This design comes from an exercise in tuning for small area on the open sky130 flow, not from production work.
In this exercise RTL edits were held to simulation tests only and were not proved equivalent to the original.
Power figures rest on the tool's default switching activity, not on a simulated workload.

File: design/flow/design.v
package mem_pkg;
	localparam int ADDR_W  = 32;	 
	localparam int SIZE_W  = 4;	 
	localparam int TXCNT_W = 4;	 
	localparam int BYTE_W  = 8;	 
	localparam logic [SIZE_W-1:0] SIZE_1DW = 4'd3;	 
	localparam logic [SIZE_W-1:0] SIZE_2DW = 4'd8;	 
	localparam logic [SIZE_W-1:0] SIZE_4DW = 4'd9;	 
	localparam logic [1:0] DP_IDLE      = 2'b00;	 
	localparam logic [1:0] DP_RD_ACTIVE = 2'b01;	 
	localparam logic [1:0] DP_WR_ACTIVE = 2'b10;	 
endpackage
`timescale 1ns/1ps
import mem_pkg::*;
module ap_fifo
#(
	parameter int AP_DEPTH = 4
)
(
	input  logic                      bus_if,
	input  logic                      reset_n_i,
	input  logic                      read_i,
	input  logic                      write_i,
	input  logic [mem_pkg::ADDR_W-1:0] addr_i,
	input  logic [mem_pkg::SIZE_W-1:0] size_i,
	input  logic                      pop_i,
	output logic                      grant_o,
	output logic                      head_read_o,
	output logic                      head_write_o,
	output logic [mem_pkg::ADDR_W-1:0] head_addr_o,
	output logic [mem_pkg::SIZE_W-1:0] head_size_o,
	output logic                      not_empty_o
);
	localparam int PTR_W = $clog2(AP_DEPTH);
	localparam int CNT_W = $clog2(AP_DEPTH + 1);
	logic              ent_read_r  [AP_DEPTH];	 
	logic              ent_write_r [AP_DEPTH];
	logic [ADDR_W-1:0] ent_addr_r  [AP_DEPTH];	 
	logic [SIZE_W-1:0] ent_size_r  [AP_DEPTH];	 
	logic [PTR_W-1:0]  wptr_r;
	logic [PTR_W-1:0]  rptr_r;
	logic [CNT_W-1:0]  count_r;	 
	logic              push_s;
	assign push_s = (read_i || write_i) && (count_r < CNT_W'(AP_DEPTH)) && !grant_o;
	always_ff @(posedge bus_if)
	begin
		if (!reset_n_i)
		begin
			wptr_r  <= '0;
			rptr_r  <= '0;
			count_r <= '0;
			grant_o <= 1'b0;
		end
		else
		begin
			if (push_s)
				wptr_r <= (wptr_r == PTR_W'(AP_DEPTH - 1)) ? '0 : wptr_r + 1'b1;	 
			if (pop_i)
				rptr_r <= (rptr_r == PTR_W'(AP_DEPTH - 1)) ? '0 : rptr_r + 1'b1;
			case ({push_s, pop_i})
				2'b10:   count_r <= count_r + 1'b1;	 
				2'b01:   count_r <= count_r - 1'b1;	 
				default: count_r <= count_r;		 
			endcase
			grant_o <= push_s;	 
		end
	end
	always_ff @(posedge bus_if)
	begin
		if (push_s)
		begin
			ent_read_r[wptr_r]  <= read_i;
			ent_write_r[wptr_r] <= write_i;
			ent_addr_r[wptr_r]  <= addr_i;
			ent_size_r[wptr_r]  <= size_i;
		end
	end
	assign head_read_o  = ent_read_r[rptr_r];
	assign head_write_o = ent_write_r[rptr_r];
	assign head_addr_o  = ent_addr_r[rptr_r];
	assign head_size_o  = ent_size_r[rptr_r];
	assign not_empty_o  = (count_r != '0);
endmodule
`timescale 1ns/1ps
import mem_pkg::*;
module ap_decode
#(
	parameter int MEM_DEPTH = 16,
	parameter int MEM_WIDTH = 8
)
(
	input  logic                        not_empty_i,
	input  logic [mem_pkg::ADDR_W-1:0]  head_addr_i,
	input  logic [mem_pkg::SIZE_W-1:0]  head_size_i,
	output logic [mem_pkg::ADDR_W-1:0]  start_addr_o,
	output logic [mem_pkg::TXCNT_W-1:0] txcnt_o,
	output logic                        ap_err_o
);
	localparam int MEM_BYTES = MEM_DEPTH * MEM_WIDTH;	 
	logic [ADDR_W-1:0] limit_s;	 
	always_comb
	begin
		start_addr_o = '0;
		txcnt_o      = '0;
		ap_err_o     = 1'b0;
		limit_s      = '0;
		if (not_empty_i)
		begin
			case (head_size_i)
				SIZE_1DW: txcnt_o = TXCNT_W'(1);
				SIZE_2DW: txcnt_o = TXCNT_W'(2);
				SIZE_4DW: txcnt_o = TXCNT_W'(4);
				default:  ap_err_o = 1'b1;	 
			endcase
			limit_s = ADDR_W'(MEM_BYTES) - ADDR_W'(txcnt_o) * ADDR_W'(MEM_WIDTH);
			if (head_addr_i > limit_s)
				ap_err_o = 1'b1;
			if (!ap_err_o)
				start_addr_o = head_addr_i;	 
		end
	end
endmodule
`timescale 1ns/1ps
import mem_pkg::*;
module dp_ctrl
#(
	parameter int MEM_DEPTH = 16,
	parameter int MEM_WIDTH = 8
)
(
	input  logic                                  bus_if,
	input  logic                                  reset_n_i,
	input  logic                                  not_empty_i,
	input  logic                                  head_read_i,
	input  logic                                  head_write_i,
	input  logic [mem_pkg::ADDR_W-1:0]            start_addr_i,
	input  logic [mem_pkg::TXCNT_W-1:0]           txcnt_i,
	input  logic                                  ap_err_i,
	input  logic                                  write_valid_i,
	input  logic [MEM_WIDTH*mem_pkg::BYTE_W-1:0]  write_data_i,
	output logic                                  pop_o,
	output logic                                  lane_we_o,
	output logic [$clog2(MEM_DEPTH)-1:0]          wr_index_o,
	output logic [$clog2(MEM_DEPTH)-1:0]          rd_index_o,
	output logic [MEM_WIDTH*mem_pkg::BYTE_W-1:0]  wr_data_o,
	output logic                                  rd_beat_o,
	output logic                                  err_next_o
);
	localparam int IDX_W = $clog2(MEM_DEPTH);
	localparam int OFS_W = $clog2(MEM_WIDTH);	 
	logic [1:0]         state_r;
	logic [1:0]         state_next_s;
	logic [ADDR_W-1:0]  addr_r;		 
	logic [ADDR_W-1:0]  addr_next_s;
	logic [TXCNT_W-1:0] txcnt_r;	 
	logic [TXCNT_W-1:0] txcnt_next_s;
	logic               err_r;		 
	logic               err_next_s;
	logic               finish_s;	 
	always_comb
	begin
		state_next_s = state_r;
		addr_next_s  = addr_r;
		txcnt_next_s = txcnt_r;
		err_next_s   = err_r;
		pop_o        = 1'b0;
		finish_s     = 1'b0;
		case (state_r)
			DP_IDLE:
				finish_s = 1'b1;	 
			DP_RD_ACTIVE:
			begin
				if (err_r)
					finish_s = 1'b1;	 
				else
				begin
					txcnt_next_s = txcnt_r - 1'b1;
					addr_next_s  = addr_r + ADDR_W'(MEM_WIDTH);
					finish_s     = (txcnt_r == TXCNT_W'(1));
				end
			end
			DP_WR_ACTIVE:
			begin
				if (err_r)
					finish_s = 1'b1;	 
				else if (write_valid_i)
				begin
					txcnt_next_s = txcnt_r - 1'b1;	 
					addr_next_s  = addr_r + ADDR_W'(MEM_WIDTH);
					finish_s     = (txcnt_r == TXCNT_W'(1));
				end
			end
			default:
				finish_s = 1'b1;
		endcase
		if (finish_s)
		begin
			if (not_empty_i)
			begin
				addr_next_s  = start_addr_i;
				txcnt_next_s = txcnt_i;
				err_next_s   = ap_err_i;
				pop_o        = 1'b1;	 
				if (head_read_i)
					state_next_s = DP_RD_ACTIVE;
				else if (head_write_i)
					state_next_s = DP_WR_ACTIVE;
			end
			else
			begin
				err_next_s   = 1'b0;
				state_next_s = DP_IDLE;
			end
		end
	end
	always_ff @(posedge bus_if)
	begin
		if (!reset_n_i)
		begin
			state_r <= DP_IDLE;
			addr_r  <= '0;
			txcnt_r <= '0;
			err_r   <= 1'b0;
		end
		else
		begin
			state_r <= state_next_s;
			addr_r  <= addr_next_s;
			txcnt_r <= txcnt_next_s;
			err_r   <= err_next_s;
		end
	end
	assign lane_we_o  = (state_r == DP_WR_ACTIVE) && !err_r && write_valid_i;
	assign wr_index_o = addr_r[OFS_W +: IDX_W];
	assign wr_data_o  = lane_we_o ? write_data_i : '0;	 
	assign rd_index_o = addr_next_s[OFS_W +: IDX_W];
	assign rd_beat_o  = (state_next_s == DP_RD_ACTIVE);
	assign err_next_o = err_next_s;
endmodule
`timescale 1ns/1ps
import mem_pkg::*;
module mem_lane
#(
	parameter int MEM_DEPTH = 16
)
(
	input  logic                         bus_if,
	input  logic                         reset_n_i,
	input  logic                         we_i,
	input  logic [$clog2(MEM_DEPTH)-1:0] wr_index_i,
	input  logic [mem_pkg::BYTE_W-1:0]   wr_byte_i,
	input  logic [$clog2(MEM_DEPTH)-1:0] rd_index_i,
	output logic [mem_pkg::BYTE_W-1:0]   rd_byte_o
);
	logic [BYTE_W-1:0] mem_r [MEM_DEPTH];	 
	always_ff @(posedge bus_if)
	begin
		if (!reset_n_i)
		begin
			for (int i = 0; i < MEM_DEPTH; i++)
				mem_r[i] <= '0;	 
		end
		else if (we_i)
			mem_r[wr_index_i] <= wr_byte_i;
	end
	assign rd_byte_o = mem_r[rd_index_i];	 
endmodule
`timescale 1ns/1ps
import mem_pkg::*;
module rd_resp
#(
	parameter int MEM_WIDTH = 8
)
(
	input  logic                                 bus_if,
	input  logic                                 reset_n_i,
	input  logic                                 rd_beat_i,
	input  logic                                 err_next_i,
	input  logic [MEM_WIDTH*mem_pkg::BYTE_W-1:0] lane_bytes_i,
	output logic                                 read_valid_o,
	output logic [MEM_WIDTH*mem_pkg::BYTE_W-1:0] read_data_o,
	output logic                                 error_o
);
	localparam int DATA_W = MEM_WIDTH * BYTE_W;	 
	always_ff @(posedge bus_if)
	begin
		if (!reset_n_i)
		begin
			read_valid_o <= 1'b0;
			read_data_o  <= '0;
			error_o      <= 1'b0;
		end
		else
		begin
			read_valid_o <= rd_beat_i;	 
			if (rd_beat_i && !err_next_i)
				read_data_o <= DATA_W'(lane_bytes_i);	 
			error_o <= err_next_i;
		end
	end
endmodule
`timescale 1ns/1ps
import mem_pkg::*;
module ip_mem_top
#(
	parameter int MEM_DEPTH = 16,
	parameter int MEM_WIDTH = 8,
	parameter int AP_DEPTH  = 4
)
(
	input  logic                                 bus_if,
	input  logic                                 reset_n_i,
	input  logic                                 read_i,
	input  logic                                 write_i,
	input  logic [mem_pkg::ADDR_W-1:0]           addr_i,
	input  logic [mem_pkg::SIZE_W-1:0]           size_i,
	input  logic                                 write_valid_i,
	input  logic [MEM_WIDTH*mem_pkg::BYTE_W-1:0] write_data_i,
	output logic                                 grant_o,
	output logic                                 read_valid_o,
	output logic [MEM_WIDTH*mem_pkg::BYTE_W-1:0] read_data_o,
	output logic                                 error_o
);
	localparam int IDX_W  = $clog2(MEM_DEPTH);
	localparam int DATA_W = MEM_WIDTH * BYTE_W;
	logic               head_read;
	logic               head_write;
	logic [ADDR_W-1:0]  head_addr;
	logic [SIZE_W-1:0]  head_size;
	logic               not_empty;
	logic               pop;
	logic [ADDR_W-1:0]  start_addr;
	logic [TXCNT_W-1:0] txcnt;
	logic               ap_err;
	logic               lane_we;
	logic [IDX_W-1:0]   wr_index;
	logic [IDX_W-1:0]   rd_index;
	logic [DATA_W-1:0]  wr_data;
	logic [DATA_W-1:0]  lane_bytes;
	logic [DATA_W-1:0]  rd_word;
	logic               rd_beat;
	logic               err_next;
	ap_fifo #(.AP_DEPTH(AP_DEPTH)) u_ap_fifo
	(
		.bus_if(bus_if), .reset_n_i(reset_n_i),
		.read_i(read_i), .write_i(write_i), .addr_i(addr_i), .size_i(size_i),
		.pop_i(pop), .grant_o(grant_o),
		.head_read_o(head_read), .head_write_o(head_write),
		.head_addr_o(head_addr), .head_size_o(head_size), .not_empty_o(not_empty)
	);
	ap_decode #(.MEM_DEPTH(MEM_DEPTH), .MEM_WIDTH(MEM_WIDTH)) u_ap_decode
	(
		.not_empty_i(not_empty), .head_addr_i(head_addr), .head_size_i(head_size),
		.start_addr_o(start_addr), .txcnt_o(txcnt), .ap_err_o(ap_err)
	);
	dp_ctrl #(.MEM_DEPTH(MEM_DEPTH), .MEM_WIDTH(MEM_WIDTH)) u_dp_ctrl
	(
		.bus_if(bus_if), .reset_n_i(reset_n_i),
		.not_empty_i(not_empty), .head_read_i(head_read), .head_write_i(head_write),
		.start_addr_i(start_addr), .txcnt_i(txcnt), .ap_err_i(ap_err),
		.write_valid_i(write_valid_i), .write_data_i(write_data_i),
		.pop_o(pop), .lane_we_o(lane_we), .wr_index_o(wr_index), .rd_index_o(rd_index),
		.wr_data_o(wr_data), .rd_beat_o(rd_beat), .err_next_o(err_next)
	);
	for (genvar g = 0; g < MEM_WIDTH; g++)
	begin : g_lane
		mem_lane #(.MEM_DEPTH(MEM_DEPTH)) u_lane
		(
			.bus_if(bus_if), .reset_n_i(reset_n_i), .we_i(lane_we),
			.wr_index_i(wr_index), .wr_byte_i(wr_data[g*BYTE_W +: BYTE_W]),
			.rd_index_i(rd_index), .rd_byte_o(lane_bytes[g*BYTE_W +: BYTE_W])
		);
	end
	assign rd_word = (lane_we && (wr_index == rd_index)) ? wr_data : lane_bytes;
	rd_resp #(.MEM_WIDTH(MEM_WIDTH)) u_rd_resp
	(
		.bus_if(bus_if), .reset_n_i(reset_n_i),
		.rd_beat_i(rd_beat), .err_next_i(err_next), .lane_bytes_i(rd_word),
		.read_valid_o(read_valid_o), .read_data_o(read_data_o), .error_o(error_o)
	);
endmodule
File: design/flow/constraint.sdc
create_clock -name core_clock -period 6.5 [get_ports {bus_if}]
set_input_delay 1.3000 -clock core_clock [delete_from_list [all_inputs] [get_ports {bus_if}]]
set_output_delay 1.3000 -clock core_clock [all_outputs]
set_load 0.01 [all_outputs]
File: design/flow/run.sh
#!/bin/bash
# synth_recipe.tcl (not shown) runs the flow's synth.tcl, then flattens the netlist and writes it again
# the make line also repeats each setting of config.mk as NAME=value (left out here)
make -C /OpenROAD-flow-scripts/flow DESIGN_CONFIG=/design/flow/config.mk WORK_HOME=/design/flow/orfs CLKGATE_MAP_FILE= SYNTH_SCRIPT=/design/flow/synth_recipe.tcl finish
File: design/flow/config.mk
export PLATFORM = sky130hd
export DESIGN_NAME = ip_mem_top
export DESIGN_NICKNAME = ip_mem_top
export VERILOG_FILES = /design/flow/design.v
export SDC_FILE = /design/flow/constraint.sdc
export NUM_CORES = 4
export LEC_CHECK = 0
export CAP_MARGIN = 20
export CORE_MARGIN = 2
export CORE_UTILIZATION = 40
export SLEW_MARGIN = 20
==> results_dict.tcl <==
set metrics [dict create \
    cts_tree "done" \
    cp_common_cell "ha_1" \
    max-vdd-ir-drop_uv 263 \
    finalCriticalPeriod_ps 5700 \
    synth_flop_cell "edfxtp_1" \
    grt-ovfl-total 0 \
    cts_sinks 1262 \
    cp_max_fo 21 \
    hold_violations 0 \
    cts_made_buffers 138 \
    critical_path_class "flip-flop to flip-flop" \
    timing.final.ws_setup_ps 805 \
    max_cap_violations 0 \
    chipWidth_um 374 \
    syn_area_um2 54800 \
    grt_pass1_wl_um 246000 \
    cts_buffer_depth 3 \
    hold_path_class "flip-flop to flip-flop" \
    synth_seq_area_share_pct 67.6 \
    layout_commonest_cell "edfxtp_1" \
    portBuffers 171 \
    rsz0062_at_grt "no" \
    p_total_mw 22.5 \
    p_leak_nw 21.4 \
    synth_area_leaders "edfxtp_1 64%, nor2_1 7.7%, nand2_1 7.7%" \
    worst_slew_pin_slew_ps 1240 \
    powerDensity_nw_per_um2 358 \
    r2r-end "u_rd_resp.read_data_o[33]" \
    cts_resized 0 \
    mappedNetlistNets 5066 \
    grt_pass1_vias 38000 \
    drt.antenna.violating_nets 0 \
    final_area_um2 62800 \
    arrival_ps 6410 \
    top_level_ports 172 \
    path_cells "mux4_2 > nor3b_1 > nand2b_1 > ha_1 > ha_1 > inv_1 > ha_1 > and3_1 > o21a_1 > o32ai_2 > o2111ai_4 > nor4b_2 > o2111ai_4 > and2_2 > buf_4 > o211ai_1 > o2111ai_1 > o221a_1" \
    register_area_um2 37000 \
    cts_hold_buf 0 \
    critPathCaptureType "flip-flop" \
    skew_ps 56.9 \
    wl_per_cell_um 24.4 \
    clk_pin_slew_ps 60 \
    num-nets-final 5057 \
    clock-root-buffer "clkbuf_16" \
    holdWs_ps 487 \
    place_area_um2 58400 \
    hpwl_um 90200 \
    timing.setup.tns_ps 0 \
    drive_gt1_share_pct 8.72 \
    die_h_um 374 \
    via_count 38900 \
    reg2reg_slack_ps 800 \
    slowest_stage "and2_2" \
    yosys.cell_types.count 63 \
    via_per_inst 5.70 \
    relSlewSlack_pct 17.0 \
    max_stage_delay_ps 730 \
    synth-seq-cells 1262 \
    yosysWarnings 5 \
    rows 135 \
    routed_wl_um 166000 \
    n_fill_cell 12300 \
    grt_max_degree 136 \
    min_from "u_ap_fifo.rptr_r[1]" \
    drc_errors 0 \
    synthArstFlopShare_pct 0 \
    syn_inst 4939 \
    syn_to_final_growth_pct 14.6 \
    status "no timing/DRC/antenna violations" \
    clkLatencyLatePin_ps 790 \
    ff2ff_path_depth 18 \
    start_util_pct 40.4 \
    required_ps 7220 \
    final.period_utilization_pct 87.6 \
    synth_top_area_share_pct 64.4 \
    diodes 0 \
    dpl_worst_slack_ps 803 \
    finalSetupViolations 0 \
    multi_input_area_um2 16200 \
    die_area_um2 140000 \
    post_cts_buffers 0 \
    layout_common_cells "1176 x edfxtp_1, 1124 x nor2_1, 1095 x nand2_1, 261 x nand3_1, 170 x clkdlybuf4s50_1" \
    syn_area_per_cell_um2 11.1 \
    drv_slew 0 \
    hold_depth 2 \
    htree_levels 4 \
    antenna_found_initial 7 \
    core_um2 136000 \
    cp-start-kind "flip-flop" \
    synth_top_area_cell "edfxtp_1" \
    dr.pass1.iters 6 \
    synth_edf_count 1176 \
    gp_congestion 0.817 \
    clock.fmax_mhz 176 \
    drt-initial-drc-count 4807 \
    grt.total_usage_pct 23.4 \
]
## sequential cells by signal, indices dropped and copies added (netlist names), 3 cells and up, named ones only
register,flops
g_lane.u_lane.mem_r,1024
u_ap_fifo.ent_write_r,4
u_ap_fifo.ent_size_r,16
u_dp_ctrl.txcnt_r,4
u_rd_resp.read_data_o,64
u_dp_ctrl.addr_r,4
u_ap_fifo.ent_read_r,4
u_ap_fifo.ent_addr_r,128
u_ap_fifo.count_r,3
## power breakdown
part           switching, mW  total [mW]  internal (mW)
combinational           3.61        5.20           1.59
sequential             0.223        9.60           9.38
clock                   3.30        7.66           4.37
total                   7.13        22.5           15.3
## worst max-delay path: cells and delay by family (launching register included)
family	cells	cell delay, ps
compound gates	7	1640
mux	1	570
flops	1	560
simple gates	5	1640
fa+ha+maj	3	770
buf+inv	2	450
## layer usage
layer | part of all wire, % | track usage (%) | up-vias | wire (µm)
li1 | - | - | 17400 | -
met1 | 40 | 31.2 | 19300 | 67000
met2 | 47 | 37.3 | 1860 | 77600
met3 | 10 | 5.87 | 351 | 16500
met4 | 3.0 | 7.62 | 14 | 4970
met5 | 0.055 | 0 | - | 91
## stage by stage
| stage | utilization (%) | instances |
|---|---|---|
| final | 46.3 | 6825 |
| after global routing | 46.3 | 6825 |
| after CTS | 46.2 | 6825 |
| after detailed placement | 43.0 | 6571 |
| after global placement | 43.0 | 6571 |
| after floorplan | - | 4939 |
## cell families after synthesis
logic type / Yosys count / share of synthesized area (%)
multiplexers: 20 / 0.580
AO/OA/AOI/OAI: 448 / 7.54
buffers and inverters: 460 / 3.51
adder cells (fa/ha/maj): 22 / 0.516
flip-flops: 1262 / 67.6
XOR/XNOR: 2 / 0.0320
AND/OR/NAND/NOR: 2725 / 20.3
## Yosys cell counts, types with 5 or more instances
library cell	instances
o211ai_2	61
a41oi_1	63
and3_1	132
buf_6	10
o221a_1	63
nand3_1	261
a211oi_1	8
o2111ai_1	127
buf_1	59
nor2_1	1127
o21a_1	5
nor4_1	16
mux4_2	9
inv_1	22
clkbuf_1	297
o21ai_0	13
o211ai_1	69
nand2_1	1126
buf_4	15
nor4b_1	6
buf_2	55
nand4_1	7
ha_1	21
nor3_1	18
dfxtp_1	86
mux2i_1	7
a21oi_1	13
edfxtp_1	1176
and2_1	8
## worst max-delay path by stage
stage	from	to	slack (ps)	cells after the start
global route	flip-flop	u_rd_resp.read_data_o[33]	410	18
detailed placement	write_valid_i	u_rd_resp.read_data_o[30]	800	12
floorplan	flip-flop	u_rd_resp.read_data_o[9]	2140	20
global placement	flip-flop	u_rd_resp.read_data_o[30]	910	18
finish	flip-flop	u_rd_resp.read_data_o[33]	800	18
CTS	flip-flop	u_rd_resp.read_data_o[33]	820	18
## area by class of cell
cell class,count,share of cell area (%)
inverter,24,0.143
multi-input combinational,3217,25.8
tap,1781,3.55
timing repair buffer,287,4.53
clock inverter,53,0.809
clock buffer,201,6.21
sequential,1262,59.0

==> static timing again, ports no longer ideal <==
How much do the figures lean on ideal ports? The routed layout below was timed once more, with nothing changed but the port constraints. Step 1 sets driving cells, clkbuf_16 on the clock port and buf_2 on the other inputs (assumed; they add their load-dependent delay and slew). Step 2 times the ports against the registers' clock, not the clock port: input delays grow and output delays shrink by t, the midpoint of the rising clock arrivals with the driver on. Three values: no drivers, after step 1, after step 2; two values: the first two.
shift t [ns]: 0.845
setup WS [ns]: 0.805 / 0.805 / 0.685
hold slack, ns: 0.487 / 0.487 / 0.487
After both steps setup and hold are still met in this run. The setup slack of this run moves by 0.000 ns with the drivers and by -0.120 ns with both steps.
